This design comes from an exercise in tuning for small area and few clock cycles per item on the open sky130 flow, not from production work.
Function was checked by simulation only, so behaviour that the tests miss may differ from the original.
In run 6 the design's own scripts or RTL, not TritonCTS, make the clock network.
The clock input has no modelled driver; a real chip could not lean on it and would need a root buffer or a full tree.
Power is estimated from default activity; no workload was simulated.

[flow/run.sh]
#!/bin/bash
# The standard layout with three changes:
#  - synthesis maps the logic with an area-oriented ABC script (flow/abc_area.script,
#    read through ABC_AREA=1); everything else in synthesis is the standard one, so
#    the registers are the standard synthesis's;
#  - each port gets the smallest buffer (buf_1) instead of the delay buffer
#    that buffer_ports picks by default;
#  - clock tree synthesis takes the arguments in flow/cts_args (no dummy loads).
set -euo pipefail
rm -rf scripts_abc
cp -r "$FLOW_HOME/scripts" scripts_abc
cp flow/abc_area.script scripts_abc/abc_area.script
SCRIPTS_DIR="$PWD/scripts_abc" bash standard.sh synth > synth.log 2>&1
export BUFFER_PORTS_ARGS="-buffer_cell sky130_fd_sc_hd__buf_1"
export CTS_ARGS="$(cat flow/cts_args)"
bash standard.sh > layout.log 2>&1
[flow/abc_area.script]
strash
&get -n
&st
&dch -f
&nf -R 1000
&st
&syn2
&dch -f
&nf -R 1000
&put
topo
[flow/cts_args]
-sink_clustering_enable -repair_clock_nets -buf_list sky130_fd_sc_hd__clkbuf_8 -dont_use_dummy_load
[standard.sh]
#!/bin/bash
# synth_recipe.tcl (not shown) runs the flow's synth.tcl, then flattens the netlist and writes it again
# the make line also repeats each setting of config.mk as NAME=value (left out here)
make -C /OpenROAD-flow-scripts/flow DESIGN_CONFIG=/design/flow/config.mk WORK_HOME=/design/flow/orfs CLKGATE_MAP_FILE= SYNTH_SCRIPT=/design/flow/synth_recipe.tcl "${@:-finish}"
[config.mk]
export PLATFORM = sky130hd
export DESIGN_NAME = ultrasonic_echo_ranger
export DESIGN_NICKNAME = ultrasonic_echo_ranger
export VERILOG_FILES = /design/flow/design.v
export SDC_FILE = /design/flow/constraint.sdc
export NUM_CORES = 4
export LEC_CHECK = 0
export ABC_AREA = 1
export CAP_MARGIN = 20
export CORE_MARGIN = 2
export CORE_UTILIZATION = 75
export CTS_BUF_LIST = sky130_fd_sc_hd__clkbuf_8
export PLACE_DENSITY = 0.85
export SLEW_MARGIN = 20
[constraint.sdc]
create_clock -name core_clock -period 7.0 [get_ports {clk}]
set_input_delay 1.4000 -clock core_clock [delete_from_list [all_inputs] [get_ports {clk}]]
set_output_delay 1.4000 -clock core_clock [all_outputs]
set_load 0.01 [all_outputs]
[design.v]
package uer_pkg;
  localparam int RANGE_W    = 13;
  localparam int CM_W       = 9;
  localparam int TRIG_W     = 8;
  localparam int HOLD_W     = 17;
  localparam int CFG_IDX_W  = 3;
  localparam int CFG_DATA_W = 17;
  localparam logic [CFG_IDX_W-1:0] REG_TRIG_PULSE = 3'd0;
  localparam logic [CFG_IDX_W-1:0] REG_HOLDOFF    = 3'd1;
  localparam logic [CFG_IDX_W-1:0] REG_MIN_CM     = 3'd2;
  localparam logic [CFG_IDX_W-1:0] REG_MAX_CM     = 3'd3;
  localparam logic [CFG_IDX_W-1:0] REG_NEAR_CM    = 3'd4;
  localparam logic [TRIG_W-1:0] TRIG_PULSE_RST = 8'd10;
  localparam logic [HOLD_W-1:0] HOLDOFF_RST    = 17'd101000;
  localparam logic [CM_W-1:0]   MIN_CM_RST     = 9'd2;
  localparam logic [CM_W-1:0]   MAX_CM_RST     = 9'd400;
  localparam logic [CM_W-1:0]   NEAR_CM_RST    = 9'd5;
endpackage
module ultrasonic_echo_ranger (
  input  logic                           clk,
  input  logic                           rst,
  input  logic                           sample_valid,
  output logic                           sample_ready,
  input  logic                           sample_echo_level,
  output logic                           result_valid,
  input  logic                           result_ready,
  output logic                           result_trig_level,
  output logic                           result_result_valid,
  output logic [uer_pkg::RANGE_W-1:0]    result_range_sixteenths,
  output logic                           result_near,
  input  logic                           cfg_wr_en,
  input  logic [uer_pkg::CFG_IDX_W-1:0]  cfg_index,
  input  logic [uer_pkg::CFG_DATA_W-1:0] cfg_data
);
  function automatic logic ge17(input logic [16:0] a, input logic [16:0] b);
    ge17 = 1'b1;
    for (int i = 0; i < 17; i++) ge17 = (a[i] ^ b[i]) ? a[i] : ge17;
  endfunction
  function automatic logic ge8(input logic [7:0] a, input logic [7:0] b);
    ge8 = 1'b1;
    for (int i = 0; i < 8; i++) ge8 = (a[i] ^ b[i]) ? a[i] : ge8;
  endfunction
  function automatic logic lt9(input logic [8:0] a, input logic [8:0] b);
    lt9 = 1'b0;
    for (int i = 0; i < 9; i++) lt9 = (a[i] ^ b[i]) ? b[i] : lt9;
  endfunction
  logic [uer_pkg::TRIG_W-1:0] trig_cfg;
  logic [uer_pkg::HOLD_W-1:0] hold_cfg;
  logic [uer_pkg::CM_W-1:0]   min_cm, max_cm, near_cm;
  logic                       wr_trig, wr_hold, wr_min, wr_max, wr_near;
  logic [uer_pkg::CFG_DATA_W-1:0] rmask;
  assign rmask   = {uer_pkg::CFG_DATA_W{rst}};
  assign wr_trig = rst || (cfg_wr_en && cfg_index == uer_pkg::REG_TRIG_PULSE);
  assign wr_hold = rst || (cfg_wr_en && cfg_index == uer_pkg::REG_HOLDOFF);
  assign wr_min  = rst || (cfg_wr_en && cfg_index == uer_pkg::REG_MIN_CM);
  assign wr_max  = rst || (cfg_wr_en && cfg_index == uer_pkg::REG_MAX_CM);
  assign wr_near = rst || (cfg_wr_en && cfg_index == uer_pkg::REG_NEAR_CM);
  logic [uer_pkg::TRIG_W-1:0] trig_q;
  logic [uer_pkg::HOLD_W-1:0] hold_q;
  logic [uer_pkg::CM_W-1:0]   min_q, max_q, near_q;
  always_ff @(posedge clk) begin
    if (wr_trig)
      trig_q <= ~((cfg_data[7:0] & ~rmask[7:0]) | (uer_pkg::TRIG_PULSE_RST & rmask[7:0]));
    if (wr_hold)
      hold_q <= ~((cfg_data & ~rmask) | (uer_pkg::HOLDOFF_RST & rmask));
    if (wr_min)
      min_q  <= ~((cfg_data[8:0] & ~rmask[8:0]) | (uer_pkg::MIN_CM_RST & rmask[8:0]));
    if (wr_max)
      max_q  <= ~((cfg_data[8:0] & ~rmask[8:0]) | (uer_pkg::MAX_CM_RST & rmask[8:0]));
    if (wr_near)
      near_q <= ~((cfg_data[8:0] & ~rmask[8:0]) | (uer_pkg::NEAR_CM_RST & rmask[8:0]));
  end
  assign trig_cfg = ~trig_q;
  assign hold_cfg = ~hold_q;
  assign min_cm   = ~min_q;
  assign max_cm   = ~max_q;
  assign near_cm  = ~near_q;
  logic vld, accept;
  assign sample_ready = !vld || result_ready;
  assign accept       = sample_valid && sample_ready;
  assign result_valid = vld;
  always_ff @(posedge clk) begin
    vld <= !rst && (sample_valid || (vld && !result_ready));
  end
  localparam logic [2:0] PH_LOW1 = 3'd0;
  localparam logic [2:0] PH_HIGH = 3'd1;
  localparam logic [2:0] PH_LOW2 = 3'd2;
  localparam logic [2:0] PH_WAIT = 3'd3;
  localparam logic [2:0] PH_MEAS = 3'd4;
  localparam logic [2:0] PH_HOLD = 3'd5;
  logic [2:0]  phase, phase_n;
  logic [16:0] cnt, cnt_n, cnt_inc;
  logic        done, fin, step, cnt_en, ph_en;
  logic        load1, load3;
  assign done = (phase == PH_HOLD) ? ge17(cnt, hold_cfg)
                                   : (|cnt[16:8] || ge8(cnt[7:0], trig_cfg));
  always_comb begin
    cnt_inc = cnt + 1'b1;
    if (phase == PH_MEAS && cnt[4:0] == 5'd31) cnt_inc[1:0] = 2'b11;
  end
  always_comb begin
    phase_n = phase;
    fin     = 1'b0;
    step    = 1'b1;    
    load1   = 1'b0;
    load3   = 1'b0;
    case (phase)
      PH_LOW1: if (done) begin phase_n = PH_HIGH; load1 = 1'b1; end
      PH_HIGH: if (done) begin phase_n = PH_LOW2; load1 = 1'b1; end
      PH_LOW2: if (done) begin phase_n = PH_WAIT; load3 = 1'b1; end
      PH_WAIT: begin
        step = sample_echo_level;
        if (sample_echo_level) phase_n = PH_MEAS;
      end
      PH_MEAS: begin
        if (!sample_echo_level) begin
          fin     = 1'b1;
          load1   = 1'b1;
          phase_n = (hold_cfg == '0) ? PH_LOW1 : PH_HOLD;
        end else begin
          step = !cnt[15];
        end
      end
      default: if (done) begin phase_n = PH_LOW1; load1 = 1'b1; end
    endcase
  end
  assign cnt_en = rst || (accept && step);
  assign cnt_n  = (rst || load1) ? 17'd1 : load3 ? 17'd3 : cnt_inc;
  assign ph_en  = rst || accept;
  always_ff @(posedge clk) begin
    if (ph_en)  phase <= phase_n & ~rmask[2:0];
    if (cnt_en) cnt   <= cnt_n;
  end
  logic [10:0] ea;
  logic [4:0]  eb;
  logic [2:0]  ef;
  logic        ge_hi, lt_lo, n_lt, n_gt;
  logic [8:0]  top_hi, top;
  logic [3:0]  low_hi, low;
  logic        rng_en, near_en;
  assign ea = cnt[15:5];
  assign eb = cnt[4:0];
  always_comb begin
    case (eb)
      5'd3,  5'd4,  5'd5,  5'd6:  ef = 3'd0;
      5'd7,  5'd8,  5'd9,  5'd10: ef = 3'd1;
      5'd11, 5'd12, 5'd13:        ef = 3'd2;
      5'd14, 5'd15, 5'd16, 5'd17: ef = 3'd3;
      5'd18, 5'd19, 5'd20, 5'd21: ef = 3'd4;
      5'd22, 5'd23, 5'd24:        ef = 3'd5;
      5'd25, 5'd26, 5'd27, 5'd28: ef = 3'd6;
      default:                    ef = 3'd7;
    endcase
  end
  assign ge_hi  = ea[10] || !lt9(ea[9:1], max_cm);
  assign top_hi = ge_hi ? max_cm : ea[9:1];
  assign low_hi = ge_hi ? 4'd0 : {ea[0], ef};
  assign lt_lo  = lt9(top_hi, min_cm);
  assign top    = lt_lo ? min_cm : top_hi;
  assign low    = lt_lo ? 4'd0 : low_hi;
  assign n_lt   = lt9(top, near_cm);
  assign n_gt   = !n_lt && (top != near_cm || low != 4'd0);
  assign rng_en  = rst || (accept && fin);
  assign near_en = rst || (accept && fin && (n_lt || n_gt));
  always_ff @(posedge clk) begin
    if (rng_en)  result_range_sixteenths <= {top, low} & ~rmask[12:0];
    if (near_en) result_near             <= n_lt && !rst;
    if (accept) begin
      result_trig_level   <= (phase == PH_HIGH);
      result_result_valid <= fin;
    end
  end
endmodule
==> results.toml, run 1 <==
[flow_run]
maxCapViolCount = 0

[floorplanning]
io_pins = 44
start_util_pct = 78.6
core_sq_mm = 0.00557
die_area_sq_mm = 0.00647
dieHeight_um = 80.4
rows = 27
die_x_um = 80.4

[place]
portBuffers = 43
dpl_worst_slack_ps = 1890
finalWeightedCongestion = 0.940
dp_hpwl_mm = 7.12

[synthesis]
yosys_warnings = 1
synth_top_area_share_pct = 60.3
synth_fp_nets = 426
ys_types = 39
yosysTopAreaCell = "edfxtp_1"
yosysSeqAreaShare_pct = 60.8
synth_area_leaders = "edfxtp_1, nor2_1, a21oi_1"
syn_inst = 391
syn_area_sq_mm = 0.00438
ys_seq_elements = 89
synth-async-reset-ratio_pct = 0
synth.avg_cell_area_sq_um = 11.2
synth_top_flop_cell = "edfxtp_1"
synth_edf_count = 88

[timing]
fin_ws_ps = 2060
fin_skew_ps = 26.9
finalCriticalPeriod_ps = 4940
finalSetupTns_ps = 0
maxSlewViolCount = 0
setup_viol = 0
rsz0062_at_grt = "false"
clock.fmax_mhz = 203
max_slew_margin_pct = 39.1
post-route-period-util_pct = 70.5
hold_viol = 0
worst_pin_slew_ps = 905
holdWs_ps = 551

[layout]
fillers = 295
fin_nets = 483
diodes = 0
utilization_pct = 85.8
area_growth_pct = 9.17
drive_gt1_share_pct = 3.14

[critical_path]
start_kind = "flop"
critPathCaptureType = "flop"
worstPathArrival_ps = 5060
crit_type = "flop to flop"
crit_fanout = 18
worstRegToRegCells = 26
worst_ep_required_time_ps = 7120

[clock_network]
clk-insertion-delay-late_ps = 360
h-tree-depth = 3
cts_made_buffers = 9
cts_root_buffer = "clkbuf_8"
ctsHoldBuffers = 0
clkTransAtPathRegs_ps = 90
cts_setup_buffers = 0
clock-sinks = 89
cts_tree = "done"
clockBufferDepth = 2
post_cts_resized = 0

[routing]
drt_iter0_markers = 558
drtAntennaViolNets = 0
dr.pass1.iters = 5
post_drt_wl_per_cell_um = 20.3
vias = 3526
drc = 0
wl_mm = 10.5
via_per_inst = 6.81

[global_routing]
grt_start_max_net_pins = 30
overflow = 0
antenna_found_initial = 0
grt_pass1_vias = 3340
grt_pass1_wl_mm = 16.5
grt.total_usage_pct = 35.4

[status]
status = "no timing/DRC/antenna violations"

[min_path]
hold_class = "flop to flop"
hold_depth = 2

[pwr]
totalPowerFinal_mw = 1.25
p_sw_share_pct = 30.4
pwr-share-clk_pct = 21.5
seq_power_share_pct = 57.2
p_switching_uw = 380
power_density_mw_per_mm2 = 261
ir_drop_mv = 0.240
p_comb_share_pct = 21.3
p_int_uw = 869
power.leakage_nw = 1.63
-- synthesized netlist by cell type (all sizes together), types with 2 or more instances --
cell type,instances
nor4,3
nand3,10
and3,7
a22o,2
clkinv,14
xor2,6
ha,9
a31o,2
o21ai,18
a21oi,35
or2,2
nand2b,2
or3,2
edfxtp,88
nor2,55
nor2b,5
a22oi,11
o221ai,3
a221oi,7
a211oi,5
nand4,6
xnor2,7
and2,12
nor3,7
nand2,40
o22ai,17
nor3b,4
-- kinds of logic after synthesis --
logic type / synth area share (%)
compound gates: 15.8
fa+ha+maj: 2.57
xor+xnor: 2.60
mux: 0.514
buf+inv: 1.20
flops: 60.8
simple gates: 16.5
-- power by group through the flow --
stage                     sequential [mW]  clock, mW  combinational [mW]
final                               0.715      0.269               0.266
after CTS                           0.711      0.268               0.259
after global placement              0.717          0               0.239
after detailed placement            0.721          0               0.253
after floorplan                     0.708          0               0.179
after global routing                0.721      0.285               0.294
-- worst max-delay path: stages (launching register included) --
cell and delay [ps]:
edfxtp_1 510, a211oi_1 300, o21ai_0 130, o221ai_1 80, a21oi_1 100, a221oi_1 230
o21ai_0 130, buf_4 200, nor2_1 100, a21oi_1 80, a211oi_1 240, o21ai_0 120
o221ai_1 80, a21oi_1 90, a221oi_1 230, nor2_1 100, a21oi_2 520, nor2_1 90
a21oi_1 230, o22a_1 210, o221ai_1 130, a21oi_1 140, a211oi_1 60, o21ai_0 170
a22oi_1 110, nor4_1 290, nor2b_1 90
-- placed cells by master, fill, tap and decap left out, drive strengths merged, types with 10 or more instances in the layout --
cell / instances
edfxtp: 88
nor2: 55
buf: 46
nand2: 40
a21oi: 35
o21ai: 18
o22ai: 17
clkinv: 14
and2: 12
a22oi: 11
nand3: 10
-- routing by layer --
metal	vias to the layer above	part of all wire [%]	global-route usage, %
met5	-	0	0
met1	1623	38	47.7
li1	1602	-	-
met3	43	10	7.08
met4	0	3.4	16.4
met2	258	48	56.1
-- final cells by class --
type | instances | area (sq um) | area share [%]
inverter | 14 | 52.6 | 1.10
timing repair buffer | 46 | 184 | 3.85
clock buffer | 9 | 124 | 2.59
tap | 72 | 90.1 | 1.88
multi-input combinational | 288 | 1670 | 34.9
sequential | 89 | 2660 | 55.7
-- worst paths after layout --
check / start / end / slack, ps
max reg2reg: cnt[7] / result_near / 2060
min reg2reg: vld / vld / 550
max: cnt[7] / result_near / 2060
min: vld / vld / 550
-- metrics by stage --
step                      cells  instance area (sq um)
after floorplan             391                   4380
after detailed placement    509                   4650
after CTS                   518                   4780
after global routing        518                   4780
final                       518                   4780
after global placement      509                   4650
-- sequential cells by signal, indices dropped and copies added (netlist names) --
register	flops
vld	1
cnt	17
near_q	9
result_trig_level	1
result_range_sixteenths	13
min_q	9
phase	3
max_q	9
result_near	1
result_result_valid	1
hold_q	17
trig_q	8
Testbench counts, summed over its fixed seeds: cycles 796,983, ticks 796,967.
==> run 2, diff against run 1 <==
--- a/design.v
+++ b/design.v
@@ -41,11 +41,7 @@
     for (int i = 0; i < 8; i++) ge8 = (a[i] ^ b[i]) ? a[i] : ge8;
   endfunction
-  function automatic logic lt9(input logic [8:0] a, input logic [8:0] b);
-    lt9 = 1'b0;
-    for (int i = 0; i < 9; i++) lt9 = (a[i] ^ b[i]) ? b[i] : lt9;
-  endfunction
-  logic [uer_pkg::TRIG_W-1:0] trig_cfg;
-  logic [uer_pkg::HOLD_W-1:0] hold_cfg;
-  logic [uer_pkg::CM_W-1:0]   min_cm, max_cm, near_cm;
+  logic [uer_pkg::TRIG_W-1:0] trig_cfg, trig_q;
+  logic [uer_pkg::HOLD_W-1:0] hold_cfg, hold_q;
+  logic [uer_pkg::CM_W-1:0]   min_cm, max_cm, near_cm, min_q, max_q, near_q;
   logic                       wr_trig, wr_hold, wr_min, wr_max, wr_near;
   logic [uer_pkg::CFG_DATA_W-1:0] rmask;
@@ -56,7 +52,4 @@
   assign wr_max  = rst || (cfg_wr_en && cfg_index == uer_pkg::REG_MAX_CM);
   assign wr_near = rst || (cfg_wr_en && cfg_index == uer_pkg::REG_NEAR_CM);
-  logic [uer_pkg::TRIG_W-1:0] trig_q;
-  logic [uer_pkg::HOLD_W-1:0] hold_q;
-  logic [uer_pkg::CM_W-1:0]   min_q, max_q, near_q;
   always_ff @(posedge clk) begin
     if (wr_trig)
@@ -76,23 +69,23 @@
   assign max_cm   = ~max_q;
   assign near_cm  = ~near_q;
-  logic vld, accept;
-  assign sample_ready = !vld || result_ready;
+  logic vld, accept, fin_hold;
+  assign sample_ready = (!vld || result_ready) && !fin_hold;
   assign accept       = sample_valid && sample_ready;
   assign result_valid = vld;
   always_ff @(posedge clk) begin
-    vld <= !rst && (sample_valid || (vld && !result_ready));
+    vld <= !rst && (accept || (vld && !result_ready));
   end
   localparam logic [2:0] PH_LOW1 = 3'd0;
-  localparam logic [2:0] PH_HIGH = 3'd1;
-  localparam logic [2:0] PH_LOW2 = 3'd2;
-  localparam logic [2:0] PH_WAIT = 3'd3;
-  localparam logic [2:0] PH_MEAS = 3'd4;
-  localparam logic [2:0] PH_HOLD = 3'd5;
+  localparam logic [2:0] PH_HIGH = 3'd2;
+  localparam logic [2:0] PH_LOW2 = 3'd3;
+  localparam logic [2:0] PH_WAIT = 3'd1;
+  localparam logic [2:0] PH_MEAS = 3'd5;
+  localparam logic [2:0] PH_HOLD = 3'd4;
   logic [2:0]  phase, phase_n;
   logic [16:0] cnt, cnt_n, cnt_inc;
   logic        done, fin, step, cnt_en, ph_en;
   logic        load1, load3;
-  assign done = (phase == PH_HOLD) ? ge17(cnt, hold_cfg)
-                                   : (|cnt[16:8] || ge8(cnt[7:0], trig_cfg));
+  logic        fin_pend, f_load, f_step;
+  assign done = (phase == PH_HOLD) ? ge17(cnt, hold_cfg) : ge8(cnt[7:0], trig_cfg);
   always_comb begin
     cnt_inc = cnt + 1'b1;
@@ -119,5 +112,5 @@
           phase_n = (hold_cfg == '0) ? PH_LOW1 : PH_HOLD;
         end else begin
-          step = !cnt[15];
+          step = !(&cnt[14:0]);
         end
       end
@@ -125,6 +118,11 @@
     endcase
   end
-  assign cnt_en = rst || (accept && step);
-  assign cnt_n  = (rst || load1) ? 17'd1 : load3 ? 17'd3 : cnt_inc;
+  assign fin_pend = (phase == PH_MEAS) && sample_valid && !sample_echo_level;
+  assign fin_hold = fin_pend && !(cnt[15] && cnt[1:0] == 2'd3);
+  assign f_load   = fin_pend && !cnt[15] && !vld;
+  assign f_step   = fin_pend && cnt[15] && cnt[1:0] != 2'd3;
+  assign cnt_en = rst || (accept && step) || f_load || f_step;
+  assign cnt_n  = rst ? 17'd1 : f_load ? 17'h08000 : f_step ? cnt_inc
+                : load1 ? 17'd1 : load3 ? 17'd3 : cnt_inc;
   assign ph_en  = rst || accept;
   always_ff @(posedge clk) begin
@@ -132,15 +130,10 @@
     if (cnt_en) cnt   <= cnt_n;
   end
-  logic [10:0] ea;
-  logic [4:0]  eb;
   logic [2:0]  ef;
-  logic        ge_hi, lt_lo, n_lt, n_gt;
-  logic [8:0]  top_hi, top;
-  logic [3:0]  low_hi, low;
-  logic        rng_en, near_en;
-  assign ea = cnt[15:5];
-  assign eb = cnt[4:0];
+  logic [8:0]  ysel;
+  logic        c0, cmp_lt, rng_en, near_en;
+  logic [12:0] rng_n;
   always_comb begin
-    case (eb)
+    case (cnt[4:0])
       5'd3,  5'd4,  5'd5,  5'd6:  ef = 3'd0;
       5'd7,  5'd8,  5'd9,  5'd10: ef = 3'd1;
@@ -153,17 +146,19 @@
     endcase
   end
-  assign ge_hi  = ea[10] || !lt9(ea[9:1], max_cm);
-  assign top_hi = ge_hi ? max_cm : ea[9:1];
-  assign low_hi = ge_hi ? 4'd0 : {ea[0], ef};
-  assign lt_lo  = lt9(top_hi, min_cm);
-  assign top    = lt_lo ? min_cm : top_hi;
-  assign low    = lt_lo ? 4'd0 : low_hi;
-  assign n_lt   = lt9(top, near_cm);
-  assign n_gt   = !n_lt && (top != near_cm || low != 4'd0);
-  assign rng_en  = rst || (accept && fin);
-  assign near_en = rst || (accept && fin && (n_lt || n_gt));
+  assign ysel = cnt[1] ? near_cm : cnt[0] ? min_cm : max_cm;
+  assign c0   = !(cnt[1] ^ cnt[0]);
+  always_comb begin
+    cmp_lt = c0 && result_range_sixteenths[3:0] == 4'd0;
+    for (int i = 0; i < 9; i++)
+      cmp_lt = (result_range_sixteenths[i+4] ^ ysel[i]) ? ysel[i] : cmp_lt;
+  end
+  assign rng_en  = rst || f_load ||
+                   (f_step && cnt[1:0] == 2'd0 && !cmp_lt) ||
+                   (f_step && cnt[1:0] == 2'd1 && cmp_lt);
+  assign rng_n   = f_load ? {cnt[14:5], ef} : {ysel, 4'd0};
+  assign near_en = rst || (fin_pend && cnt[15] && cnt[1] && (cnt[0] ^ cmp_lt));
   always_ff @(posedge clk) begin
-    if (rng_en)  result_range_sixteenths <= {top, low} & ~rmask[12:0];
-    if (near_en) result_near             <= n_lt && !rst;
+    if (rng_en)  result_range_sixteenths <= rng_n & ~rmask[12:0];
+    if (near_en) result_near             <= !cnt[0] && !rst;
     if (accept) begin
       result_trig_level   <= (phase == PH_HIGH);
--- a/config.mk
+++ b/config.mk
@@ -7,8 +7,8 @@
 export LEC_CHECK = 0
 export ABC_AREA = 1
-export CAP_MARGIN = 20
+export CAP_MARGIN = 0
 export CORE_MARGIN = 2
 export CORE_UTILIZATION = 75
 export CTS_BUF_LIST = sky130_fd_sc_hd__clkbuf_8
 export PLACE_DENSITY = 0.85
-export SLEW_MARGIN = 20
+export SLEW_MARGIN = 0
==> run 2 against run 1 <==
Clock skew barely moved. Area after synthesis fell by 4.6%. Via count fell by 4.9%. Worst hold slack got worse by 24 ps. Design area fell by 3.5%. Non-clock buffer count rose by 4. Worst setup slack got worse by 340 ps. Global-route usage fell by 0.11 points. Synthesized cell count fell by 11%. Sequential power rose by 3.6%. Clock power rose by 1%. Largest cell class unchanged.
==> results.toml, run 2 <==
[status]
status = "no timing/DRC/antenna violations"

[clock_network]
cts_setup_buffers = 0
post_cts_resized = 0
clkTransAtPathRegs_ps = 70
cts_root_buffer = "clkbuf_8"
clk-insertion-delay-late_ps = 360
cts_made_buffers = 9
clock-sinks = 89
h-tree-depth = 3
ctsHoldBuffers = 0
clockBufferDepth = 2
cts_tree = "done"

[layout]
area_growth_pct = 10.4
instances_no_fill = 478
layout_commonest_cell = "edfxtp_1"
fillers = 286
mostFrequentLayoutCells = "edfxtp_1, nand2_1, buf_1, o21ai_0, nor2_1"
fin_nets = 443
multi_input_area_sq_mm = 0.00148
drive_gt1_share_pct = 4.19
regArea_sq_mm = 0.00266
largest_registers = "cnt (17), hold_q (17), result_range_sixteenths (13)"
diodes = 0
utilization_pct = 84.9

[place]
dp_hpwl_mm = 7.02
dpl.cell_count = 469
portBuffers = 43
finalWeightedCongestion = 1.04

[routing]
via_per_inst = 7.01
vias = 3352
wl_mm = 10.2
drc = 0
drtAntennaViolNets = 0
drt_iter0_markers = 404
dr.pass1.iters = 7
post_drt_wl_per_cell_um = 21.2

[synthesis]
synth_common_cells = "edfxtp_1, nand2_1, o21ai_0"
yosysSeqAreaShare_pct = 63.7
synth_most_common_cell = "edfxtp_1"
synth_fp_nets = 382
syn_area_sq_mm = 0.00418
synth_top_flop_cell = "edfxtp_1"
syn_inst = 347
synth.avg_cell_area_sq_um = 12.0
ys_seq_elements = 89
yosys_warnings = 1
ys_types = 38
synth_area_leaders = "edfxtp_1, nand2_1, o21ai_0"
synth-async-reset-ratio_pct = 0
synth_top_area_share_pct = 63.2
yosysTopAreaCell = "edfxtp_1"
synth_edf_count = 88

[critical_path]
rrSetupSlack_ps = 1730
crit_fanout = 18
cp_slowest_cell = "edfxtp_1"
critPathCaptureType = "flop"
start_kind = "flop"
path_cells = "clkinv_1 -> ha_1 -> nor2_1 -> a21oi_1 -> o21a_1 -> maj3_1 -> maj3_1 -> maj3_1 -> maj3_1 -> maj3_1 -> a21oi_1 -> o21ai_0 -> o21ai_0 -> mux2i_1 -> o21ai_0 -> buf_4"
crit_path_max_incr_delay_ps = 910
worstPathArrival_ps = 5310
cp_common_cell = "maj3_1"
worst_ep_required_time_ps = 7030
crit_type = "flop to flop"

[global_routing]
grt.total_usage_pct = 35.3
antenna_found_initial = 0
grt_start_max_net_pins = 27
overflow = 0
grt_pass1_vias = 3150
grt_pass1_wl_mm = 16.1

[timing]
rsz0062_at_grt = "false"
finalSetupTns_ps = 0
setup_viol = 0
worst_pin_slew_ps = 856
maxSlewViolCount = 0
hold_viol = 0
clock.fmax_mhz = 190
post-route-period-util_pct = 75.3
max_slew_margin_pct = 42.9
finalCriticalPeriod_ps = 5270
fin_skew_ps = 26.7
holdWs_ps = 527

[floorplanning]
die_area_sq_mm = 0.00619
start_util_pct = 76.9
die_x_um = 78.7
io_pins = 44
dieHeight_um = 78.7
core_sq_mm = 0.00544
rows = 27

[pwr]
power.leakage_nw = 1.59
ir_drop_mv = 0.258
power_density_mw_per_mm2 = 274

[min_path]
hold_class = "flop to flop"

[flow_run]
maxCapViolCount = 0
==> run 2: stage by stage <==
stage	total power, mW	worst slack, ps	area (sq um)
after floorplan	0.890	1770	4180
after detailed placement	0.983	1940	4490
after global placement	0.963	2230	4490
after CTS	1.25	1870	4620
final	1.26	1730	4620
after global routing	1.31	1550	4620
==> run 2: logic make-up (layout without fill, tap and decap cells) <==
family	count (synthesis)	in the layout	share of synthesized area, %
flip-flops	89	89	63.7
multiplexers	10	10	2.39
adder cells (fa/ha/maj)	14	14	3.89
AND/OR/NAND/NOR	113	113	12.3
AO/OA/AOI/OAI	96	96	14.0
XOR/XNOR	12	12	2.51
buffers and inverters	13	72	1.17
==> run 2: worst max-delay path, delay by kind of cell (launching register included) <==
kind	cells	cell delay (ps)
fa+ha+maj	6	2280
buf+inv	2	590
flops	1	910
compound gates	6	860
mux	1	170
simple gates	1	150
==> run 2: area by class of cell <==
class,count,share of cell area (%)
clock buffers,9,2.68
repair buffers,50,4.64
well taps,72,1.95
multi-input cells,245,32.0
flip-flops and latches,89,57.7
inverters,13,1.06
==> run 2: routing by layer <==
layer / vias to the layer above / global-route usage [%] / share of wire, %
li1: 1455 / - / -
met1: 1558 / 45.2 / 36
met2: 286 / 59.9 / 50
met3: 53 / 6.21 / 9.6
met4: 0 / 14.7 / 4.5
met5: - / 0 / 0
==> run 2: final timing paths <==
| kind | startpoint | endpoint | depth (start not counted) |
|---|---|---|---|
| setup / recovery | cnt[0] | result_range_sixteenths[11] | 16 |
| setup reg to reg | cnt[0] | result_range_sixteenths[11] | 16 |
| hold reg to reg | vld | vld | 2 |
| hold / removal | vld | vld | 2 |
==> run 2: where the power goes <==
group | total (mW) | switching (mW) | internal, mW
logic | 0.249 | 0.150 | 0.0995
clock network | 0.273 | 0.157 | 0.115
registers | 0.741 | 0.0822 | 0.659
total | 1.26 | 0.389 | 0.874
Testbench counts of run 2, summed over its fixed seeds: cycles 797,463, ticks 796,967.
==> run 3, diff against run 2 <==
--- a/config.mk
+++ b/config.mk
@@ -11,4 +11,5 @@
 export CORE_UTILIZATION = 75
 export CTS_BUF_LIST = sky130_fd_sc_hd__clkbuf_8
+export GPL_TIMING_DRIVEN = 0
 export PLACE_DENSITY = 0.85
 export SLEW_MARGIN = 0
==> run 3 against run 2 <==
Via count down 5.5%. Total power shrank 0.64%. Design area shrank 0.38%. Global-route usage fell by 1.8 points. Clock power is essentially flat. Clock-buffer cell count stayed put. Utilization shrank 0.32 points. Highest routed layer unchanged. Area after synthesis stayed put. Combinational power down 2%. Final cell count shrank 0.63%. Worst hold slack got worse by 12 ps.
==> results.toml, run 3 <==
[timing]
finalSetupTns_ps = 0
maxSlewViolCount = 0
finalCriticalPeriod_ps = 5440
rsz0062_at_grt = "false"
worst_pin_slew_ps = 974
post-route-period-util_pct = 77.7
fin_skew_ps = 22.6
holdWs_ps = 514
clock.fmax_mhz = 184
hold_viol = 0
setup_viol = 0
max_slew_margin_pct = 35.1

[routing]
via_per_inst = 6.67
post_drt_wl_per_cell_um = 20.0
drtAntennaViolNets = 0
drc = 0
dr.pass1.iters = 6
wl_mm = 9.48
drt_iter0_markers = 475
vias = 3168

[clock_network]
post_cts_resized = 0
cts_tree = "done"
clockBufferDepth = 2
cts_root_buffer = "clkbuf_8"
clkTransAtPathRegs_ps = 90
ctsHoldBuffers = 0
cts_made_buffers = 9
cts_setup_buffers = 0
clk-insertion-delay-late_ps = 360
clock-sinks = 89
h-tree-depth = 3

[global_routing]
gr-usage-met2_pct = 56.6
grt_pass1_wl_mm = 15.3
use_met3_pct = 4.14
grt-busiest-layer = "met2"
overflow = 0
grt_pass1_vias = 3035
antenna_found_initial = 0
grt.total_usage_pct = 33.5
grt_use_met1_pct = 45.8
grt_start_max_net_pins = 27

[min_path]
worst_hold_path.endpoint = "vld"
hold_class = "flop to flop"
hold_depth = 2
worstHoldStart = "vld"

[floorplanning]
core_sq_mm = 0.00544
io_pins = 44
rows = 27
die_x_um = 78.7
die_area_sq_mm = 0.00619
start_util_pct = 76.9
dieHeight_um = 78.7

[layout]
diodes = 0
area_growth_pct = 10.0
utilization_pct = 84.5
drive_gt1_share_pct = 3.72
largest_registers = "cnt (17), hold_q (17), result_range_sixteenths (13)"
layout_commonest_cell = "edfxtp_1"
mostFrequentLayoutCells = "edfxtp_1, nand2_1, buf_1, nor2_1, o21ai_0"
fin_nets = 440

[synthesis]
synth_top_flop_cell = "edfxtp_1"
synth_area_leaders = "edfxtp_1, nand2_1, o21ai_0"
yosysSeqAreaShare_pct = 63.7
ys_seq_elements = 89
ys_types = 38
synth_top_area_share_pct = 63.2
yosys_warnings = 1
synth-async-reset-ratio_pct = 0
synth_fp_nets = 382
synth_most_common_cell = "edfxtp_1"
synth_common_cells = "edfxtp_1, nand2_1, o21ai_0"
synth_edf_count = 88
syn_inst = 347
syn_area_sq_mm = 0.00418
yosysTopAreaCell = "edfxtp_1"
synth.avg_cell_area_sq_um = 12.0

[critical_path]
path_cells = "clkinv_1 -> ha_1 -> nor2_1 -> a21oi_1 -> o21a_1 -> maj3_1 -> maj3_1 -> maj3_1 -> maj3_1 -> maj3_1 -> a21oi_1 -> o21ai_0 -> o21ai_0 -> mux2i_1 -> o21ai_1 -> buf_4"
worst_ep_required_time_ps = 7060
cp_common_cell = "maj3_1"
critPathCaptureType = "flop"
worstPathArrival_ps = 5490
crit_path_max_incr_delay_ps = 950
crit_fanout = 26
cp_slowest_cell = "edfxtp_1"
regToRegEndpoint = "result_range_sixteenths[9]"
r2r-start = "cnt[1]"
rrSetupSlack_ps = 1560
start_kind = "flop"
worstRegToRegCells = 16
crit_type = "flop to flop"

[pwr]
power_density_mw_per_mm2 = 273
ir_drop_mv = 0.198
power.leakage_nw = 1.58

[place]
dp_hpwl_mm = 6.52
finalWeightedCongestion = 0.820
portBuffers = 43

[flow_run]
maxCapViolCount = 0

[status]
status = "no timing/DRC/antenna violations"
-- run 3: where the power goes --
| group | total, mW | switching, mW | internal [mW] |
|---|---|---|---|
| Clock | 0.273 | 0.158 | 0.115 |
| Combinational | 0.244 | 0.146 | 0.0981 |
| Sequential | 0.739 | 0.0791 | 0.659 |
| Total | 1.26 | 0.383 | 0.873 |
-- run 3: kinds of logic (layout without fill, tap and decap cells) --
group | count (synthesis) | after routing | share of synthesized area (%)
AND/OR/NAND/NOR | 113 | 113 | 12.3
flip-flops | 89 | 89 | 63.7
adder cells (fa/ha/maj) | 14 | 14 | 3.89
multiplexers | 10 | 10 | 2.39
XOR/XNOR | 12 | 12 | 2.51
AO/OA/AOI/OAI | 96 | 96 | 14.0
buffers and inverters | 13 | 69 | 1.17
-- run 3: critical path, delay by kind of cell (launching register included) --
kind | cells | cell delay (ps)
flops | 1 | 950
simple gates | 1 | 160
buf+inv | 2 | 640
fa+ha+maj | 6 | 2260
mux | 1 | 150
compound gates | 6 | 990
-- run 3: routing by layer --
metal,share of wire [%],vias up
met1,39,1516
met5,0,-
li1,-,1445
met3,7.7,21
met4,2.2,0
met2,51,186
-- run 3: cell type report --
type / instances / area, sq um
clock buffer: 9 / 124
fill: 306 / 841
inverter: 13 / 48.8
multi-input combinational: 245 / 1480
sequential: 89 / 2660
tap: 72 / 90.1
timing repair buffer: 47 / 189
-- run 3: worst max-delay path by stage --
stage | startpoint | end | slack (ps) | cells past startpoint
after global placement | cnt[1] | result_range_sixteenths[7] | 910 | 15
final | cnt[1] | result_range_sixteenths[9] | 1560 | 16
after floorplan | cnt[0] | result_range_sixteenths[0] | 1770 | 15
after CTS | cnt[1] | result_range_sixteenths[9] | 1640 | 16
after global routing | cnt[0] | result_range_sixteenths[9] | 1270 | 16
after detailed placement | cnt[1] | result_range_sixteenths[6] | 1660 | 16
-- run 3: stage by stage --
step	power, mW	area [sq um]	std cells	setup slack [ps]
after floorplan	0.890	4180	347	1770
after global placement	0.963	4430	462	909
after detailed placement	0.982	4470	466	1660
after CTS	1.24	4600	475	1640
after global routing	1.31	4600	475	1270
final	1.26	4600	475	1560
==> run 4, diff against run 3 <==
--- a/config.mk
+++ b/config.mk
@@ -7,9 +7,8 @@
 export LEC_CHECK = 0
 export ABC_AREA = 1
-export CAP_MARGIN = 0
+export CAP_MARGIN = 20
 export CORE_MARGIN = 2
 export CORE_UTILIZATION = 75
 export CTS_BUF_LIST = sky130_fd_sc_hd__clkbuf_8
-export GPL_TIMING_DRIVEN = 0
 export PLACE_DENSITY = 0.85
-export SLEW_MARGIN = 0
+export SLEW_MARGIN = 20
==> run 4 against run 3 <==
First-iteration DRC count decreased by 15%. Largest cell class unchanged. Area after synthesis unchanged. Fmax increased by 3.1%. Total power rose by 0.64%. Final cell count up 0.63%. Sequential share of layout area decreased by 0.22 points. Still clean.
==> results.toml, run 4 <==
[status]
status = "no timing/DRC/antenna violations"

[place]
dpl.cell_count = 469
portBuffers = 43
dpl_worst_slack_ps = 1940
finalWeightedCongestion = 1.04
placed_cell_area_sq_mm = 0.00449
dp_hpwl_mm = 7.02

[clock_network]
cts_made_buffers = 9
cts_root_buffer = "clkbuf_8"
ctsHoldBuffers = 0
clk-insertion-delay-late_ps = 360
cts_tree = "done"
h-tree-depth = 3
cts_setup_buffers = 0
post_cts_resized = 0
clock-sinks = 89
clkTransAtPathRegs_ps = 70
clockBufferDepth = 2

[timing]
max_slew_margin_pct = 42.9
finalCriticalPeriod_ps = 5270
hold_viol = 0
post-route-period-util_pct = 75.3
worst_pin_slew_ps = 856
finalSetupTns_ps = 0
fin_ws_ps = 1730
maxSlewViolCount = 0
holdWs_ps = 527
clock.fmax_mhz = 190
rsz0062_at_grt = "false"
setup_viol = 0
fin_skew_ps = 26.7

[synthesis]
ys_types = 38
synth_fa_ha_area_share_pct = 3.89
synth_fp_nets = 382
synth_common_cells = "edfxtp_1, nand2_1, o21ai_0"
syn_inst = 347
synth_most_common_cell = "edfxtp_1"
synth-xor-area-share_pct = 2.51
synth_compound_area_share_pct = 14.0
ys_seq_elements = 89
synth.avg_cell_area_sq_um = 12.0
synth.area.mux_share_pct = 2.39
yosysSeqAreaShare_pct = 63.7
synth_top_family_by_area = "compound AO/OA/AOI/OAI gates"
yosysTopAreaCell = "edfxtp_1"
synth_top_flop_cell = "edfxtp_1"
synth_area_leaders = "edfxtp_1, nand2_1, o21ai_0"
synth-async-reset-ratio_pct = 0
synth_edf_count = 88
yosys_warnings = 1
synth_top_area_share_pct = 63.2
syn_area_sq_mm = 0.00418
synth_simple_gate_area_share_pct = 12.3

[global_routing]
grt_pass1_vias = 3150
antenna_found_initial = 0
grt.total_usage_pct = 35.3
grt_start_max_net_pins = 27
overflow = 0
grt_pass1_wl_mm = 16.1

[layout]
diodes = 0
drive_gt1_share_pct = 4.19
instances_no_fill = 478
layout_commonest_cell = "edfxtp_1"
fin_area_sq_mm = 0.00462
fin_nets = 443
largest_registers = "cnt (17), hold_q (17), result_range_sixteenths (13)"
fillers = 286
area_growth_pct = 10.4
mostFrequentLayoutCells = "edfxtp_1, nand2_1, buf_1, o21ai_0, nor2_1"

[floorplanning]
core_sq_mm = 0.00544
rows = 27
dieHeight_um = 78.7
die_area_sq_mm = 0.00619
start_util_pct = 76.9
die_x_um = 78.7
io_pins = 44

[critical_path]
cp_slowest_cell = "edfxtp_1"
path_cells = "clkinv_1 -> ha_1 -> nor2_1 -> a21oi_1 -> o21a_1 -> maj3_1 -> maj3_1 -> maj3_1 -> maj3_1 -> maj3_1 -> a21oi_1 -> o21ai_0 -> o21ai_0 -> mux2i_1 -> o21ai_0 -> buf_4"
critPathCaptureType = "flop"
worstPathArrival_ps = 5310
cp_common_cell = "maj3_1"
crit_type = "flop to flop"
crit_fanout = 18
worst_ep_required_time_ps = 7030
crit_path_max_incr_delay_ps = 910
start_kind = "flop"

[routing]
drc = 0
via_per_inst = 7.01
post_drt_wl_per_cell_um = 21.2
drt_iter0_markers = 404
vias = 3352
dr.pass1.iters = 7
wl_mm = 10.2
drtAntennaViolNets = 0

[flow_run]
maxCapViolCount = 0

[pwr]
power.leakage_nw = 1.59
power_density_mw_per_mm2 = 274
ir_drop_mv = 0.258

[min_path]
hold_class = "flop to flop"
-- run 4: cell types whose count changed in the layout (fill, tap and decap cells not counted) --
cell,before,now
buf_2,1,0
o21ai_0,30,33
o21ai_1,3,0
o41ai_1,0,1
o41ai_2,2,1
buf_4,3,7
-- run 4: where the power goes --
group / switching (mW) / leakage, nW / internal [mW]
clock network: 0.157 / 0.0647 / 0.115
registers: 0.0822 / 0.900 / 0.659
logic: 0.150 / 0.621 / 0.0995
total: 0.389 / 1.59 / 0.874
-- run 4: metrics by stage --
step                      utilization (%)  power, mW
after floorplan                         -      0.890
after global placement               82.6      0.963
after detailed placement             82.6      0.983
after CTS                            84.9       1.25
after global routing                 84.9       1.31
final                                84.9       1.26
-- run 4: path summary, 6_finish.rpt --
path,from,cells past startpoint,to,slack (ps)
setup / recovery,cnt[0],16,result_range_sixteenths[11],1730
hold / removal,vld,2,vld,530
setup reg to reg,cnt[0],16,result_range_sixteenths[11],1730
hold reg to reg,vld,2,vld,530
-- run 4: final cells by class --
cell class | count | area, sq um | share of cell area (%)
sequential | 89 | 2660 | 57.7
timing repair buffer | 50 | 214 | 4.64
inverter | 13 | 48.8 | 1.06
multi-input combinational | 245 | 1480 | 32.0
clock buffer | 9 | 124 | 2.68
tap | 72 | 90.1 | 1.95
-- run 4: critical path: cells and delay by family, from the launching register on --
kind | cells | cell delay [ps]
adder cells (fa/ha/maj) | 6 | 2280
multiplexers | 1 | 170
flip-flops | 1 | 910
AND/OR/NAND/NOR | 1 | 150
AO/OA/AOI/OAI | 6 | 860
buffers and inverters | 2 | 590
-- run 4: cell families after synthesis --
family                     Yosys count
AOI/OAI and AO/OA                   96
and+or+nand+nor                    113
adders and majority gates           14
buffers and inverters               13
DFF                                 89
muxes                               10
xor gates and xnor gates            12
-- run 4: routing by layer --
metal	GRT usage (%)	vias to the layer above	routed length, um
li1	-	1455	-
met1	45.2	1558	3660
met2	59.9	286	5060
met3	6.21	53	975
met4	14.7	0	461
met5	0	-	0
==> run 5, diff against run 4 <==
--- a/design.v
+++ b/design.v
@@ -82,4 +82,6 @@
   localparam logic [2:0] PH_MEAS = 3'd5;
   localparam logic [2:0] PH_HOLD = 3'd4;
+  localparam logic [2:0] PH_LOW1F = 3'd7;
+  localparam logic [2:0] PH_HOLDF = 3'd6;
   logic [2:0]  phase, phase_n;
   logic [16:0] cnt, cnt_n, cnt_inc;
@@ -87,5 +89,6 @@
   logic        load1, load3;
   logic        fin_pend, f_load, f_step;
-  assign done = (phase == PH_HOLD) ? ge17(cnt, hold_cfg) : ge8(cnt[7:0], trig_cfg);
+  assign done = (phase == PH_HOLD || phase == PH_HOLDF) ? ge17(cnt, hold_cfg)
+                                                       : ge8(cnt[7:0], trig_cfg);
   always_comb begin
     cnt_inc = cnt + 1'b1;
@@ -99,5 +102,8 @@
     load3   = 1'b0;
     case (phase)
-      PH_LOW1: if (done) begin phase_n = PH_HIGH; load1 = 1'b1; end
+      PH_LOW1, PH_LOW1F: begin
+        phase_n = PH_LOW1;
+        if (done) begin phase_n = PH_HIGH; load1 = 1'b1; end
+      end
       PH_HIGH: if (done) begin phase_n = PH_LOW2; load1 = 1'b1; end
       PH_LOW2: if (done) begin phase_n = PH_WAIT; load3 = 1'b1; end
@@ -110,10 +116,13 @@
           fin     = 1'b1;
           load1   = 1'b1;
-          phase_n = (hold_cfg == '0) ? PH_LOW1 : PH_HOLD;
+          phase_n = (hold_cfg == '0) ? PH_LOW1F : PH_HOLDF;
         end else begin
           step = !(&cnt[14:0]);
         end
       end
-      default: if (done) begin phase_n = PH_LOW1; load1 = 1'b1; end
+      default: begin
+        phase_n = PH_HOLD;
+        if (done) begin phase_n = PH_LOW1; load1 = 1'b1; end
+      end
     endcase
   end
@@ -158,11 +167,9 @@
   assign rng_n   = f_load ? {cnt[14:5], ef} : {ysel, 4'd0};
   assign near_en = rst || (fin_pend && cnt[15] && cnt[1] && (cnt[0] ^ cmp_lt));
+  assign result_result_valid = (phase == PH_LOW1F) || (phase == PH_HOLDF);
   always_ff @(posedge clk) begin
     if (rng_en)  result_range_sixteenths <= rng_n & ~rmask[12:0];
     if (near_en) result_near             <= !cnt[0] && !rst;
-    if (accept) begin
-      result_trig_level   <= (phase == PH_HIGH);
-      result_result_valid <= fin;
-    end
+    if (accept) result_trig_level <= (phase == PH_HIGH);
   end
 endmodule
==> flow/run.sh (replaced) <==
#!/bin/bash
# The standard layout with three changes:
#  - synthesis maps the logic with an area-oriented ABC script: each
#    flow/abc_*.script is tried (read through ABC_AREA=1, everything else in
#    synthesis the standard one, so the registers are the standard synthesis's)
#    and the one giving the smallest cell area is used;
#  - each port gets the smallest buffer (buf_1) instead of the delay buffer
#    that buffer_ports picks by default;
#  - clock tree synthesis takes the arguments in flow/cts_args (no dummy loads).
# Each tool's output goes to a log in this folder (trial_*/synth.log,
# synth.log, layout.log) and ORFS's own logs under orfs/logs.
set -euo pipefail
W=$PWD
names=()
for s in flow/abc_*.script; do
  n=$(basename "$s" .script)
  names+=("$n")
  rm -rf "trial_$n"
  mkdir -p "trial_$n"
  cp -r "$FLOW_HOME/scripts" "trial_$n/scripts"
  cp "$s" "trial_$n/scripts/abc_area.script"
  sed "s#WORK_HOME=$W/orfs #WORK_HOME=$W/trial_$n/orfs #" standard.sh > "trial_$n/standard.sh"
  grep -q "WORK_HOME=$W/trial_$n/orfs " "trial_$n/standard.sh"
  ( SCRIPTS_DIR="$W/trial_$n/scripts" bash "trial_$n/standard.sh" synth > "trial_$n/synth.log" 2>&1 ) &
done
wait
best=""
besta=""
for n in "${names[@]}"; do
  f="trial_$n/orfs/reports/sky130hd/ultrasonic_echo_ranger/base/synth_stat.txt"
  [[ -f $f ]] || continue
  a=$(grep "Chip area for module" "$f" | awk '{print $NF}')
  echo "$n $a" >> abc_choice.txt
  if [[ -z $best ]] || awk -v a="$a" -v b="$besta" 'BEGIN{exit !(a < b)}'; then
    best=$n
    besta=$a
  fi
done
echo "chosen $best $besta" >> abc_choice.txt
SCRIPTS_DIR="$W/trial_$best/scripts" bash standard.sh synth > synth.log 2>&1
export BUFFER_PORTS_ARGS="-buffer_cell sky130_fd_sc_hd__buf_1"
export CTS_ARGS="$(cat flow/cts_args)"
bash standard.sh > layout.log 2>&1
==> flow/abc_nf1.script (new file) <==
strash
&get -n
&st
&dch -f
&nf -R 1000
&put
topo
==> flow/abc_nf2.script (new file) <==
strash
&get -n
&st
&dch -f
&nf -R 1000
&st
&syn2
&dch -f
&nf -R 1000
&put
topo
==> flow/abc_s4.script (new file) <==
strash
&get -n
&st
&dch -f
&nf -R 1000
&st
&syn4
&dch -f
&nf -R 1000
&put
topo
--- a/config.mk
+++ b/config.mk
@@ -11,4 +11,5 @@
 export CORE_UTILIZATION = 75
 export CTS_BUF_LIST = sky130_fd_sc_hd__clkbuf_8
+export GPL_TIMING_DRIVEN = 0
 export PLACE_DENSITY = 0.85
 export SLEW_MARGIN = 20
removed: flow/abc_area.script
==> run 5 against run 4 <==
Worst setup slack improved by 190 ps. Clock-buffer cell count unchanged. Fmax increased by 3.8%. Clock skew decreased by 5.7 ps. Via count decreased by 5.0%. Worst hold slack improved by 4.4 ps. Register-to-register slack improved by 190 ps. Critical path depth decreased by 1. Sequential power decreased by 4.3%. Synthesized cell count increased by 3.5%. Global-route usage decreased by 3.0 points. Critical path type unchanged. Largest cell class unchanged. Largest power group unchanged.
==> results.toml, run 5 <==
[timing]
setup_viol = 0
fin_skew_ps = 21.1
hold_viol = 0
worst_pin_slew_ps = 1170
post-route-period-util_pct = 72.6
rsz0062_at_grt = "false"
max_slew_margin_pct = 22.1
maxSlewViolCount = 0
clock.fmax_mhz = 197
finalSetupTns_ps = 0
finalCriticalPeriod_ps = 5080

[routing]
drc = 0
wl_mm = 9.25
via_per_inst = 6.55
post_drt_wl_per_cell_um = 19.0
drt_iter0_markers = 297
drtAntennaViolNets = 0
vias = 3184
dr.pass1.iters = 6

[pwr]
ir_drop_mv = 0.198
power_density_mw_per_mm2 = 268
totalPowerFinal_mw = 1.22
power.leakage_nw = 1.54

[critical_path]
start_kind = "flop"
worst_ep_required_time_ps = 7050
cp_common_cell = "maj3_1"
critPathCaptureType = "flop"
worstPathArrival_ps = 5130
path_cells = "clkinv_1 -> ha_1 -> or3_1 -> o31ai_1 -> o21ai_0 -> o21ai_0 -> a21oi_1 -> a221oi_1 -> o22ai_1 -> maj3_1 -> maj3_1 -> maj3_1 -> mux2i_1 -> o21ai_1 -> buf_4"
crit_path_max_incr_delay_ps = 520
crit_fanout = 17
cp_slowest_cell = "ha_1"
crit_type = "flop to flop"

[synthesis]
synth_edf_count = 87
synth_top_area_share_pct = 63.3
ys_seq_elements = 88
synth_area_leaders = "edfxtp_1, nor2_1, nand2_1"
syn_inst = 359
synth.avg_cell_area_sq_um = 11.5
synth_common_cells = "edfxtp_1, nor2_1, nand2_1"
synth-async-reset-ratio_pct = 0
synth_fp_nets = 394
syn_area_sq_mm = 0.00413
ys_types = 36
synth_top_flop_cell = "edfxtp_1"
yosysTopAreaCell = "edfxtp_1"
yosysSeqAreaShare_pct = 63.8
yosys_warnings = 1
synth_most_common_cell = "edfxtp_1"

[status]
status = "no timing/DRC/antenna violations"

[place]
dpl.cell_count = 477
dp_hpwl_mm = 6.48
portBuffers = 43
finalWeightedCongestion = 0.907

[clock_network]
cts_setup_buffers = 0
cts_made_buffers = 9
h-tree-depth = 3
clockBufferDepth = 2
clkTransAtPathRegs_ps = 70
clk-insertion-delay-late_ps = 350
clock-sinks = 88
post_cts_resized = 0
ctsHoldBuffers = 0
cts_tree = "done"
cts_root_buffer = "clkbuf_8"

[flow_run]
maxCapViolCount = 0

[floorplanning]
die_x_um = 78.2
io_pins = 44
dieHeight_um = 78.2
start_util_pct = 76.4
rows = 27
die_area_sq_mm = 0.00611
core_sq_mm = 0.00541

[global_routing]
grt.total_usage_pct = 32.3
grt_start_max_net_pins = 23
grt_pass1_wl_mm = 14.6
overflow = 0
grt_pass1_vias = 3049
antenna_found_initial = 0

[layout]
fillers = 315
instances_no_fill = 486
fin_nets = 451
drive_gt1_share_pct = 3.38
largest_registers = "cnt (17), hold_q (17), result_range_sixteenths (13)"
mostFrequentLayoutCells = "edfxtp_1, nor2_1, nand2_1, buf_1, o21ai_0"
regArea_sq_mm = 0.00263
utilization_pct = 83.9
diodes = 0
layout_commonest_cell = "edfxtp_1"
multi_input_area_sq_mm = 0.00145
area_growth_pct = 9.91

[min_path]
hold_class = "flop to flop"
-- run 5: cell types whose count changed after synthesis, sizes merged, moves of 3 or more --
cell / before / now
o21ai: 33 / 27
o22ai: 9 / 17
nor2: 31 / 53
a21oi: 23 / 15
a31oi: 2 / 7
clkinv: 13 / 16
mux2i: 10 / 1
nand3: 4 / 9
-- run 5: layout make-up --
type	count	area share, %
Clock buffer	9	2.73
Timing Repair Buffer	46	4.08
Multi-Input combinational cell	255	31.9
Tap cell	72	1.99
Inverter	16	1.32
Sequential cell	88	58.0
-- run 5: where the power goes --
group          switching, mW  leakage (nW)  internal [mW]  total (mW)
Combinational          0.148         0.588         0.0901       0.238
Clock                  0.153        0.0647          0.115       0.269
Sequential            0.0607         0.891          0.649       0.709
Total                  0.362          1.54          0.854        1.22
-- run 5: worst max-delay path: cells and delay by family (launching register included) --
family	cells	cell delay [ps]
flops	1	450
buf+inv	2	760
compound gates	7	1360
fa+ha+maj	4	1670
mux	1	140
simple gates	1	410
-- run 5: kinds of logic after synthesis --
kind of cell,Yosys count,share of synthesized area [%]
XOR/XNOR,13,2.76
buffers and inverters,16,1.46
adder cells (fa/ha/maj),12,3.46
AO/OA/AOI/OAI,90,13.5
AND/OR/NAND/NOR,139,14.8
flip-flops,88,63.8
multiplexers,1,0.243
-- run 5: worst paths after layout --
kind | start | end | slack [ps] | cells after the start
hold / removal | vld | vld | 530 | 2
setup reg to reg | cnt[1] | result_range_sixteenths[8] | 1920 | 15
hold reg to reg | vld | vld | 530 | 2
setup / recovery | cnt[1] | result_range_sixteenths[8] | 1920 | 15
-- run 5: layer usage --
layer / share of wire, % / GRT usage [%] / up-vias
met3: 7.8 / 6.78 / 22
met4: 2.4 / 13.3 / 0
met2: 51 / 55.2 / 168
li1: - / - / 1471
met5: 0 / 0 / -
met1: 39 / 40.7 / 1523
-- run 5: metrics by stage --
| step | setup slack, ps | hold slack [ps] | instance area [sq um] |
|---|---|---|---|
| 6_report | 1920 | 531 | 4540 |
| 5_1_grt | 1500 | 576 | 4540 |
| 4_1_cts | 1980 | 532 | 4540 |
| 3_5_place_dp | 2010 | 521 | 4410 |
| 3_3_place_gp | 1400 | 492 | 4380 |
| 2_1_floorplan | 2220 | 505 | 4130 |
Testbench counts of run 5, summed over its fixed seeds: cycles 797,463, ticks 796,967.
==> run 6, diff against run 5 <==
--- a/flow/run.sh
+++ b/flow/run.sh
@@ -7,5 +7,7 @@
 #  - each port gets the smallest buffer (buf_1) instead of the delay buffer
 #    that buffer_ports picks by default;
-#  - clock tree synthesis takes the arguments in flow/cts_args (no dummy loads).
+#  - the clock tree is built by flow/mcts.tcl (one root buffer and six leaf
+#    buffers) in place of clock_tree_synthesis; the rest of the CTS step
+#    (placement legalisation, timing repair) is ORFS's own.
 # Each tool's output goes to a log in this folder (trial_*/synth.log,
 # synth.log, layout.log) and ORFS's own logs under orfs/logs.
@@ -40,4 +42,16 @@
 SCRIPTS_DIR="$W/trial_$best/scripts" bash standard.sh synth > synth.log 2>&1
 export BUFFER_PORTS_ARGS="-buffer_cell sky130_fd_sc_hd__buf_1"
-export CTS_ARGS="$(cat flow/cts_args)"
-bash standard.sh > layout.log 2>&1
+bash standard.sh place > layout.log 2>&1
+rm -rf scripts_cts
+cp -r "$FLOW_HOME/scripts" scripts_cts
+python3 - "$W" <<'PY'
+import sys
+p = 'scripts_cts/cts.tcl'
+s = open(p).read()
+old = 'log_cmd clock_tree_synthesis {*}$cts_args'
+assert s.count(old) == 1
+s = s.replace(old, 'source {%s/flow/mcts.tcl}' % sys.argv[1])
+open(p, 'w').write(s)
+PY
+SCRIPTS_DIR="$W/scripts_cts" bash standard.sh cts >> layout.log 2>&1
+bash standard.sh >> layout.log 2>&1
==> flow/mcts.tcl (new file) <==
# Clock tree built by hand, sourced by cts.tcl in place of clock_tree_synthesis:
# the clock port drives one root buffer, which drives one leaf buffer per
# group of flip-flops; the groups split the flip-flops into MCTS_KX columns by
# x and each column into MCTS_KY rows by y, and each buffer sits at the centre
# of what it drives. Every flip-flop is two buffers from the port.
set mcts_kx 3
set mcts_ky 2
set mcts_leaf sky130_fd_sc_hd__clkbuf_8
set mcts_root sky130_fd_sc_hd__clkbuf_4

set block [ord::get_db_block]
set clknet [$block findNet clk]
set sinks {}
foreach it [$clknet getITerms] {
  set loc [[$it getInst] getLocation]
  lappend sinks [list [lindex $loc 0] [lindex $loc 1] $it]
}
set n [llength $sinks]
set sinks [lsort -integer -index 0 $sinks]
set groups {}
for {set gx 0} {$gx < $mcts_kx} {incr gx} {
  set col [lrange $sinks [expr {$gx * $n / $mcts_kx}] [expr {($gx + 1) * $n / $mcts_kx - 1}]]
  set col [lsort -integer -index 1 $col]
  set m [llength $col]
  for {set gy 0} {$gy < $mcts_ky} {incr gy} {
    lappend groups [lrange $col [expr {$gy * $m / $mcts_ky}] [expr {($gy + 1) * $m / $mcts_ky - 1}]]
  }
}
set sx 0
set sy 0
foreach s $sinks {
  set sx [expr {$sx + [lindex $s 0]}]
  set sy [expr {$sy + [lindex $s 1]}]
}
set ri [odb::dbInst_create $block [[ord::get_db] findMaster $mcts_root] clkbuf_root]
set rootnet [odb::dbNet_create $block clknet_root]
$rootnet setSigType CLOCK
[$ri findITerm A] connect $clknet
[$ri findITerm X] connect $rootnet
$ri setLocation [expr {$sx / $n}] [expr {$sy / $n}]
$ri setPlacementStatus PLACED
set g 0
foreach grp $groups {
  set sx 0
  set sy 0
  foreach s $grp {
    set sx [expr {$sx + [lindex $s 0]}]
    set sy [expr {$sy + [lindex $s 1]}]
  }
  set bi [odb::dbInst_create $block [[ord::get_db] findMaster $mcts_leaf] clkbuf_leaf_$g]
  set nn [odb::dbNet_create $block clknet_leaf_$g]
  $nn setSigType CLOCK
  foreach s $grp {
    set it [lindex $s 2]
    $it disconnect
    $it connect $nn
  }
  [$bi findITerm A] connect $rootnet
  [$bi findITerm X] connect $nn
  $bi setLocation [expr {$sx / [llength $grp]}] [expr {$sy / [llength $grp]}]
  $bi setPlacementStatus PLACED
  incr g
}
$clknet setSigType CLOCK
puts "mcts: $n flip-flops, [llength $groups] leaf buffers"
set_propagated_clock [all_clocks]
removed: flow/cts_args
==> run 6 against run 5 <==
Sequential power about the same. Combinational power about the same. First-iteration DRC count down 12%. Global-route usage down 1.9 points. Flip-flop and latch count unchanged. Clock power down 14%. Design area down 0.74%. Worst setup slack worse by 3.1 ps. Largest power group unchanged.
==> results.toml, run 6 <==
[status]
status = "no timing/DRC/antenna violations"

[min_path]
hold_class = "flop to flop"
worst_hold_path.endpoint = "vld"
hold_depth = 2
worstHoldStart = "vld"

[pwr]
ir_drop_mv = 0.242
pwr-share-clk_pct = 19.6
power_density_mw_per_mm2 = 261
p_int_uw = 822
totalPowerFinal_mw = 1.17
seq_power_share_pct = 60.3
p_switching_uw = 352
p_sw_share_pct = 30.0
p_comb_share_pct = 20.1
power.leakage_nw = 1.53

[critical_path]
r2r-start = "cnt[1]"
path_delay_family = "adder cells"
start_kind = "flop"
worstPathArrival_ps = 5210
path_cells = "clkinv_1 -> ha_1 -> or3_1 -> o31ai_1 -> o21ai_0 -> o21ai_0 -> a21oi_1 -> a221oi_1 -> o22ai_1 -> maj3_1 -> maj3_1 -> maj3_1 -> mux2i_1 -> o21ai_1 -> buf_4"
cp_slowest_cell = "o21ai_1"
worst_ep_required_time_ps = 7120
crit_fanout = 17
crit_path_max_incr_delay_ps = 520
cp_num_buf_inv = 2
regToRegEndpoint = "result_range_sixteenths[8]"
rrSetupSlack_ps = 1920
worstRegToRegCells = 15
critPathCaptureType = "flop"
crit_type = "flop to flop"
cp_common_cell = "maj3_1"

[floorplanning]
io_pins = 44
die_x_um = 78.2
dieHeight_um = 78.2
start_util_pct = 76.4
rows = 27
die_area_sq_mm = 0.00611
core_sq_mm = 0.00541

[synthesis]
synth_common_cells = "edfxtp_1, nor2_1, nand2_1"
synth_area_leaders = "edfxtp_1, nor2_1, nand2_1"
yosysTopAreaCell = "edfxtp_1"
ys_types = 36
synth_edf_count = 87
synth.avg_cell_area_sq_um = 11.5
syn_area_sq_mm = 0.00413
synth-async-reset-ratio_pct = 0
synth_top_area_share_pct = 63.3
ys_seq_elements = 88
yosysSeqAreaShare_pct = 63.8
yosys_warnings = 1
synth_top_flop_cell = "edfxtp_1"
synth_most_common_cell = "edfxtp_1"
synth_fp_nets = 394
syn_inst = 359

[clock_network]
clkTransAtPathRegs_ps = 100
post_cts_resized = 0
clk-insertion-delay-late_ps = 410
cts_setup_buffers = 0
ctsHoldBuffers = 0

[global_routing]
grt_start_max_net_pins = 23
overflow = 0
antenna_found_initial = 0
grt_pass1_wl_mm = 14.5
grt_pass1_vias = 3000
grt.total_usage_pct = 30.5

[timing]
max_slew_margin_pct = 26.2
fin_skew_ps = 14.5
clock.fmax_mhz = 197
post-route-period-util_pct = 72.6
rsz0062_at_grt = "false"
fin_ws_ps = 1920
worst_pin_slew_ps = 1110
maxSlewViolCount = 0
hold_viol = 0
setup_viol = 0
finalCriticalPeriod_ps = 5080
finalSetupTns_ps = 0

[routing]
wl_mm = 9.08
drc = 0
dr.pass1.iters = 7
drtAntennaViolNets = 0
post_drt_wl_per_cell_um = 18.8
drt_iter0_markers = 262
vias = 3199
via_per_inst = 6.61

[place]
portBuffers = 43
placed_cell_area_sq_mm = 0.00441
dpl.cell_count = 477
dp_hpwl_mm = 6.48
dpl_worst_slack_ps = 2010
finalWeightedCongestion = 0.907

[layout]
fillers = 317
diodes = 0
largest_registers = "cnt (17), hold_q (17), result_range_sixteenths (13)"
instances_no_fill = 484
mostFrequentLayoutCells = "edfxtp_1, nor2_1, nand2_1, buf_1, o21ai_0"
layout_commonest_cell = "edfxtp_1"
area_growth_pct = 9.09
fin_area_sq_mm = 0.00450
fin_nets = 449
drive_gt1_share_pct = 2.91

[flow_run]
maxCapViolCount = 0
==> run 6: layer usage <==
layer / track usage [%] / part of all wire (%)
met2: 53.9 / 51
met5: 0 / 0
met4: 7.54 / 2.2
met3: 2.87 / 8.4
met1: 41.4 / 39
==> run 6: kinds of logic (layout without fill, tap and decap cells) <==
kind of cell,Yosys count,in the layout,share of synthesized area (%)
multiplexers,1,1,0.243
flip-flops,88,88,63.8
XOR/XNOR,13,13,2.76
AND/OR/NAND/NOR,139,139,14.8
buffers and inverters,16,69,1.46
adder cells (fa/ha/maj),12,12,3.46
AO/OA/AOI/OAI,90,90,13.5
==> run 6: power by group through the flow <==
| stage | clock (mW) | sequential (mW) | combinational, mW |
|---|---|---|---|
| detailed placement | 0 | 0.718 | 0.232 |
| floorplan | 0 | 0.704 | 0.163 |
| CTS | 0.228 | 0.706 | 0.233 |
| finish | 0.230 | 0.708 | 0.236 |
| global placement | 0 | 0.714 | 0.221 |
| global route | 0.246 | 0.716 | 0.265 |
==> run 6: layout make-up <==
type                            count  area (sq um)  area share [%]
Buffer                              7          90.1            2.00
Sequential cell                    88          2630            58.5
Tap cell                           72          90.1            2.00
Inverter                           16          60.1            1.33
Multi-Input combinational cell    255          1450            32.1
Timing Repair Buffer               46           185            4.11
==> run 6: worst max path at each step <==
| stage | startpoint | endpoint | slack [ps] | cells past startpoint |
|---|---|---|---|---|
| global route | cnt[1] | cnt[4] | 1530 | 21 |
| global placement | cnt[1] | result_range_sixteenths[7] | 1400 | 14 |
| finish | cnt[1] | result_range_sixteenths[8] | 1920 | 15 |
| detailed placement | cnt[1] | result_range_sixteenths[8] | 2010 | 15 |
| floorplan | cnt[1] | result_range_sixteenths[0] | 2220 | 14 |
| CTS | cnt[1] | result_range_sixteenths[8] | 1980 | 15 |
==> run 6: per-stage QoR <==
step	utilization (%)	hold slack (ps)
5_1_grt	83.3	580
2_1_floorplan	-	505
4_1_cts	83.3	535
6_report	83.3	536
3_5_place_dp	81.6	521
3_3_place_gp	81.0	492
==> run 6: worst reg2reg max path: cells and delay by family (launching register included) <==
family / cells / cell delay (ps)
compound gates: 7 / 1380
fa+ha+maj: 4 / 1670
buf+inv: 2 / 740
flops: 1 / 470
mux: 1 / 140
simple gates: 1 / 410

[separate check: timing with driven ports]
How much do the figures lean on ideal ports? The routed layouts below were timed once more, with nothing changed but the port constraints.
Step 1, drivers: a clkbuf_16 drives clk and a buf_2 each remaining input, both assumed.
Step 2, shift: input delay + t, output delay - t, t = (earliest + latest rising clock arrival at the registers) / 2. This alone moves slack from input paths to output paths.
a / b / c = no drivers / after step 1 / after step 2; a / b = the first two.
run | t (ns) | slack for setup (ns) | worst hold slack (ns)
run 1 | 0.377 | 2.062 / 2.062 / 2.062 | 0.551 / 0.551 / 0.551
run 2 | 0.370 | 1.726 / 1.726 / 1.726 | 0.527 / 0.527 / 0.527
run 3 | 0.384 | 1.564 / 1.564 / 1.564 | 0.514 / 0.514 / 0.514
run 4 | 0.370 | 1.726 / 1.726 / 1.726 | 0.527 / 0.527 / 0.527
run 5 | 0.372 | 1.920 / 1.920 / 1.920 | 0.531 / 0.531 / 0.531
run 6 | 0.425 | 1.916 / 1.916 / 1.916 | 0.536 / 0.536 / 0.536
After both steps setup and hold are still met in every run listed.
